This is an optimization exercise on Yosys and OpenROAD, whose aim is small area, not a production implementation.
The RTL was checked by simulation tests, not by an equivalence proof against the original design.
Power figures rest on the tool's default switching activity, not on a simulated workload.

==> flow/design.v (excerpt) <==
module cpi_top #(
    parameter int unsigned FIFO_DEPTH = 8
) (
    input  logic                   s_cam_clk_dft,
    input  logic                   rstn_i,
    input  logic                   cfg_enable_i,
    input  logic                   cfg_vsync_pol_i,
    input  logic                   cfg_drop_en_i,
    input  logic [5:0]             cfg_drop_val_i,
    input  logic                   cfg_slice_en_i,
    input  logic [2:0]             cfg_format_i,
    input  logic [3:0]             cfg_shift_i,
    input  logic [15:0]            cfg_row_len_i,
    input  logic [15:0]            cfg_llx_i,
    input  logic [15:0]            cfg_lly_i,
    input  logic [15:0]            cfg_urx_i,
    input  logic [15:0]            cfg_ury_i,
    input  logic [7:0]             cfg_coeff_r_i,
    input  logic [7:0]             cfg_coeff_g_i,
    input  logic [7:0]             cfg_coeff_b_i,
    input  logic [7:0]             cam_data_i,
    input  logic                   cam_hsync_i,
    input  logic                   cam_vsync_i,
    output logic [31:0]            out_data_o,
    output logic                   out_valid_o,
    input  logic                   out_ready_i,
    output logic                   overflow_o,
    output logic                   frame_evt_o
);
    cpi_cfg_pkg::cpi_cfg_t cfg_i;
    assign cfg_i.enable    = cfg_enable_i;
    assign cfg_i.vsync_pol = cfg_vsync_pol_i;
    assign cfg_i.drop_en   = cfg_drop_en_i;
    assign cfg_i.drop_val  = cfg_drop_val_i;
    assign cfg_i.slice_en  = cfg_slice_en_i;
  ...
clock: 10.0 ns
lec_check: 0
cap_margin: 0
core_margin: 2
core_utilization: 60
cts_buf_list: sky130_fd_sc_hd__clkbuf_8
cts_cluster_diameter: 80
cts_cluster_size: 16
slew_margin: 0
run.sh (not shown) runs the stock make flow with config.mk's settings and CLKGATE_MAP_FILE= SYNTH_SCRIPT=/design/flow/synth_recipe.tcl, a recipe that flattens the netlist after the stock synthesis.
The baseline finished clean.
Next try:
==> flow/flow/run.sh (new file) <==
#!/bin/bash
# The standard layout (the standard.sh, with its standard synthesis) with
# a few placement and CTS choices changed through ORFS variables:
#  - port buffers use the smallest buffer cell (buf_1) instead of
#    clkdlybuf4s50_1; every port still gets its own buffer,
#  - CTS clusters at most 10 sinks within 60 um per clkbuf_4 and inserts no
#    dummy loads,
#  - the single tie cell from synthesis is kept instead of one per tied port.
# The full make output goes to standard.log; ORFS keeps each step's log under
# orfs/logs/.
set -euo pipefail
export BUFFER_PORTS_ARGS="-buffer_cell sky130_fd_sc_hd__buf_1"
export CTS_ARGS="-sink_clustering_enable -repair_clock_nets -dont_use_dummy_load -sink_clustering_size 10 -sink_clustering_max_diameter 60 -buf_list sky130_fd_sc_hd__clkbuf_4"
export SKIP_REPAIR_TIE_FANOUT=1
bash standard.sh > standard.log 2>&1
==> flow/standard.sh (new file) <==
#!/bin/bash
# synth_recipe.tcl (not shown) runs the flow's synth.tcl, then flattens the netlist and writes it again
# the make line also repeats each setting of config.mk as NAME=value (left out here)
make -C /OpenROAD-flow-scripts/flow DESIGN_CONFIG=/design/flow/config.mk WORK_HOME=/design/flow/orfs CLKGATE_MAP_FILE= SYNTH_SCRIPT=/design/flow/synth_recipe.tcl "${@:-finish}"
- CTS_BUF_LIST: sky130_fd_sc_hd__clkbuf_8 -> not set
- CTS_CLUSTER_DIAMETER: 80 -> not set
- CTS_CLUSTER_SIZE: 16 -> not set
removed: flow/run.sh
What happened:
- synthesized cell count stays the same
- worst hold slack got worse by 23 ps
- clock skew came out higher by 79 ps
- global-route usage barely changes
- flip-flop and latch count does not change
Next try:
- CORE_UTILIZATION: 60 -> 75
After rerunning: The new run completed with no timing, DRC or antenna violations. Synthesized cell count stays the same. Cell count decreases by 3.7%. First-iteration DRC count increases by 30%. Total power decreases by 0.79%. Routed wire length barely changes. Via count increases by 4.7%. Core utilization increases by 15 points.

========
pepper:
cpi_top, a different RTL version from the one above (not shown whole).
Size in the first run: about 1200 cells after synthesis, roughly 170 I/O pins, about 0.013 mm2 of cells after synthesis.
==> flow/config.mk <==
export PLATFORM = sky130hd
export DESIGN_NAME = cpi_top
export DESIGN_NICKNAME = cpi_top
export VERILOG_FILES = /design/flow/design.v
export SDC_FILE = /design/flow/constraint.sdc
export NUM_CORES = 4
export LEC_CHECK = 0
export CAP_MARGIN = 20
export CORE_MARGIN = 2
export CORE_UTILIZATION = 40
export GPL_TIMING_DRIVEN = 0
export SLEW_MARGIN = 20
==> flow/constraint.sdc <==
create_clock -name core_clock -period 10.0 [get_ports {s_cam_clk_dft}]
set_input_delay 2.0000 -clock core_clock [delete_from_list [all_inputs] [get_ports {s_cam_clk_dft}]]
set_output_delay 2.0000 -clock core_clock [all_outputs]
set_load 0.01 [all_outputs]
standard.sh (not shown) runs the stock make flow with config.mk's settings and CLKGATE_MAP_FILE= SYNTH_SCRIPT=/design/flow/synth_recipe.tcl, a recipe that flattens the netlist after the stock synthesis.
==> flow/flow/run.sh <==
#!/bin/bash
# The standard layout (the standard.sh, standard synthesis included) with
# three placement/CTS choices changed through ORFS variables:
#  - port buffers use the smallest buffer cell instead of clkdlybuf4s50_1,
#  - CTS builds larger sink clusters with clkbuf_16 and inserts no dummy loads,
#  - the single tie cell from synthesis is kept instead of one per tied port,
#  - synthesis buffers are removed at floorplan (with no timing-driven placement).
set -euo pipefail
export BUFFER_PORTS_ARGS="-buffer_cell sky130_fd_sc_hd__buf_1"
export CTS_ARGS="-sink_clustering_enable -repair_clock_nets -dont_use_dummy_load -sink_clustering_size 30 -sink_clustering_max_diameter 150 -buf_list sky130_fd_sc_hd__clkbuf_16"
export SKIP_REPAIR_TIE_FANOUT=1
export REMOVE_ABC_BUFFERS=1
bash standard.sh > standard.log 2>&1
Relative to pepper, the following input files were edited for tundra:
# pepper
export LEC_CHECK = 0
export CAP_MARGIN = 20
export CORE_MARGIN = 2
export CORE_UTILIZATION = 40
export GPL_TIMING_DRIVEN = 0
export SLEW_MARGIN = 20
create_clock -name core_clock -period 10.0 [get_ports {s_cam_clk_dft}]
# tundra
export LEC_CHECK = 0
export CAP_MARGIN = 0
export CORE_MARGIN = 2
export CORE_UTILIZATION = 65
export SLEW_MARGIN = 0
create_clock -name core_clock -period 10.0 [get_ports {s_cam_clk_dft}]
diff --git a/flow/flow/run.sh b/flow/flow/run.sh
--- a/flow/flow/run.sh
+++ b/flow/flow/run.sh
@@ -5,4 +5,3 @@
 #  - CTS builds larger sink clusters with clkbuf_16 and inserts no dummy loads,
-#  - the single tie cell from synthesis is kept instead of one per tied port,
-#  - synthesis buffers are removed at floorplan (with no timing-driven placement).
+#  - the single tie cell from synthesis is kept instead of one per tied port.
 set -euo pipefail
@@ -11,3 +10,2 @@
 export SKIP_REPAIR_TIE_FANOUT=1
-export REMOVE_ABC_BUFFERS=1
 bash standard.sh > standard.log 2>&1
==> comparison <==
Result: PASS for each of pepper and tundra
Total number of placement rows, pepper and tundra, higher one = pepper.
tundra vs. pepper: relative contribution of the clock network to total power went down by 0.4 points.
Delta (tundra minus pepper): area overhead of the layout relative to synthesis lower, final-layout fill cell count lower, sequential share of layout area higher.
[inputs] ember vs tundra
# tundra
export LEC_CHECK = 0
export CAP_MARGIN = 0
export CORE_MARGIN = 2
export CORE_UTILIZATION = 65
export SLEW_MARGIN = 0
create_clock -name core_clock -period 10.0 [get_ports {s_cam_clk_dft}]
# ember
export LEC_CHECK = 0
export CAP_MARGIN = 20
export CORE_MARGIN = 2
export CORE_UTILIZATION = 40
export GPL_TIMING_DRIVEN = 0
export SLEW_MARGIN = 20
create_clock -name core_clock -period 10.0 [get_ports {s_cam_clk_dft}]
==> comparison <==
Number of ordinary and repair buffers in the finished layout: ember > tundra
Per the comparison of ember with tundra, non-filler instance count after layout rose about 14%, area of all placed cells without fillers rose about 4%.
Note that the total routed wirelength recorded for ember amounts to 1.08 times the value seen in tundra.
Compared with tundra, ember shows a higher vertical die dimension.
Total power of tundra is on par with ember.
ember and tundra ended up with nearly the same number of cells on the worst reg-to-reg path.
Here is what was changed in the inputs of nickel compared with ember.
# ember
export LEC_CHECK = 0
export CAP_MARGIN = 20
export CORE_MARGIN = 2
export CORE_UTILIZATION = 40
export GPL_TIMING_DRIVEN = 0
export SLEW_MARGIN = 20
create_clock -name core_clock -period 10.0 [get_ports {s_cam_clk_dft}]
# nickel
export LEC_CHECK = 0
export CAP_MARGIN = 20
export CORE_MARGIN = 2
export CORE_UTILIZATION = 40
export SLEW_MARGIN = 20
create_clock -name core_clock -period 10.0 [get_ports {s_cam_clk_dft}]
==> flow/run.sh (new file) <==
#!/bin/bash
# synth_recipe.tcl (not shown) runs the flow's synth.tcl, then flattens the netlist and writes it again
# the make line also repeats each setting of config.mk as NAME=value (left out here)
make -C /OpenROAD-flow-scripts/flow DESIGN_CONFIG=/design/flow/config.mk WORK_HOME=/design/flow/orfs CLKGATE_MAP_FILE= SYNTH_SCRIPT=/design/flow/synth_recipe.tcl finish
removed: flow/flow/run.sh
removed: flow/standard.sh
### Flow results
Compare nickel and ember | required time at the worst-slack endpoint lower: nickel
Detailed placer's ending HPWL ended up about 4% lower on nickel than on ember.
Compared with ember, nickel shows a lower critical path depth.
Setup changes, nickel to fjord
# nickel
export LEC_CHECK = 0
export CAP_MARGIN = 20
export CORE_MARGIN = 2
export CORE_UTILIZATION = 40
export SLEW_MARGIN = 20
create_clock -name core_clock -period 10.0 [get_ports {s_cam_clk_dft}]
# fjord
export LEC_CHECK = 0
export CAP_MARGIN = 0
export CORE_MARGIN = 2
export CORE_UTILIZATION = 40
export GPL_TIMING_DRIVEN = 0
export SLEW_MARGIN = 0
create_clock -name core_clock -period 10.0 [get_ports {s_cam_clk_dft}]
==> flow/flow/run.sh (new file) <==
#!/bin/bash
# The standard layout (the standard.sh, standard synthesis included) with
# three placement/CTS choices changed through ORFS variables:
#  - port buffers use the smallest buffer cell instead of clkdlybuf4s50_1,
#  - CTS builds larger sink clusters with clkbuf_16 and inserts no dummy loads,
#  - the single tie cell from synthesis is kept instead of one per tied port,
#  - synthesis buffers are removed at floorplan (with no timing-driven placement).
set -euo pipefail
export BUFFER_PORTS_ARGS="-buffer_cell sky130_fd_sc_hd__buf_1"
export CTS_ARGS="-sink_clustering_enable -repair_clock_nets -dont_use_dummy_load -sink_clustering_size 30 -sink_clustering_max_diameter 150 -buf_list sky130_fd_sc_hd__clkbuf_16"
export SKIP_REPAIR_TIE_FANOUT=1
export REMOVE_ABC_BUFFERS=1
bash standard.sh > standard.log 2>&1
==> flow/standard.sh (new file) <==
#!/bin/bash
# synth_recipe.tcl (not shown) runs the flow's synth.tcl, then flattens the netlist and writes it again
# the make line also repeats each setting of config.mk as NAME=value (left out here)
make -C /OpenROAD-flow-scripts/flow DESIGN_CONFIG=/design/flow/config.mk WORK_HOME=/design/flow/orfs CLKGATE_MAP_FILE= SYNTH_SCRIPT=/design/flow/synth_recipe.tcl "${@:-finish}"
removed: flow/run.sh
Findings:
- nickel → fjord: clock power fell by about 45%, count of plain and timing-repair buffers fell by about 9%.
- Going from nickel to fjord, maximum frequency moved down, via count normalized by instance count moved up, internal power summed over all cells moved down.
- In the flow results for nickel and fjord, the total wirelength of the detailed-routed design is larger on nickel.
- Of fjord and nickel, it is fjord that has the lower core utilization.
- Clock buffer and inverter area fraction after layout ended up 2.7 points lower on fjord than on nickel.

## separate check: timing with driven ports
How much do the figures lean on ideal ports? The routed layouts below were timed once more, with nothing changed but the port constraints.
Step 1, drivers: a clkbuf_16 drives s_cam_clk_dft and a buf_2 each remaining input, both assumed.
Step 2 also shifts input and output timing later by t, the mid clock arrival at the registers, as if the neighbouring blocks saw the same clock.
a / b / c = ideal ports / drivers / drivers and shift; a / b = the first two.
| run | t, ns | setup slack, ns | worst register clock-pin slew, ns | pins driven straight from the clock port |
|---|---|---|---|---|
| the first run of note 1 | 0.550 | 0.995 / 1.010 / 0.461 | 0.11 / 0.11 | 1 |
| the second run of note 1 | 0.662 | 1.510 / 1.508 / 0.846 | 0.11 / 0.11 | 1 |
| the third run of note 1 | 0.636 | 1.214 / 1.220 / 0.584 | 0.12 / 0.12 | 1 |
| pepper | 0.510 | 0.930 / 0.951 / 0.441 | 0.12 / 0.12 | 1 |
| tundra | 0.508 | 1.325 / 1.351 / 0.843 | 0.11 / 0.11 | 1 |
| ember | 0.514 | 0.991 / 1.026 / 0.512 | 0.12 / 0.12 | 1 |
| nickel | 0.569 | 1.129 / 1.158 / 0.589 | 0.06 / 0.06 | 1 |
| fjord | 0.508 | 0.789 / 0.813 / 0.305 | 0.12 / 0.12 | 1 |
After both steps setup and hold are still met in every run listed. For the second run of note 1, which loses most, drivers alone change the setup slack by -0.002 ns; drivers and shift together by -0.664 ns.
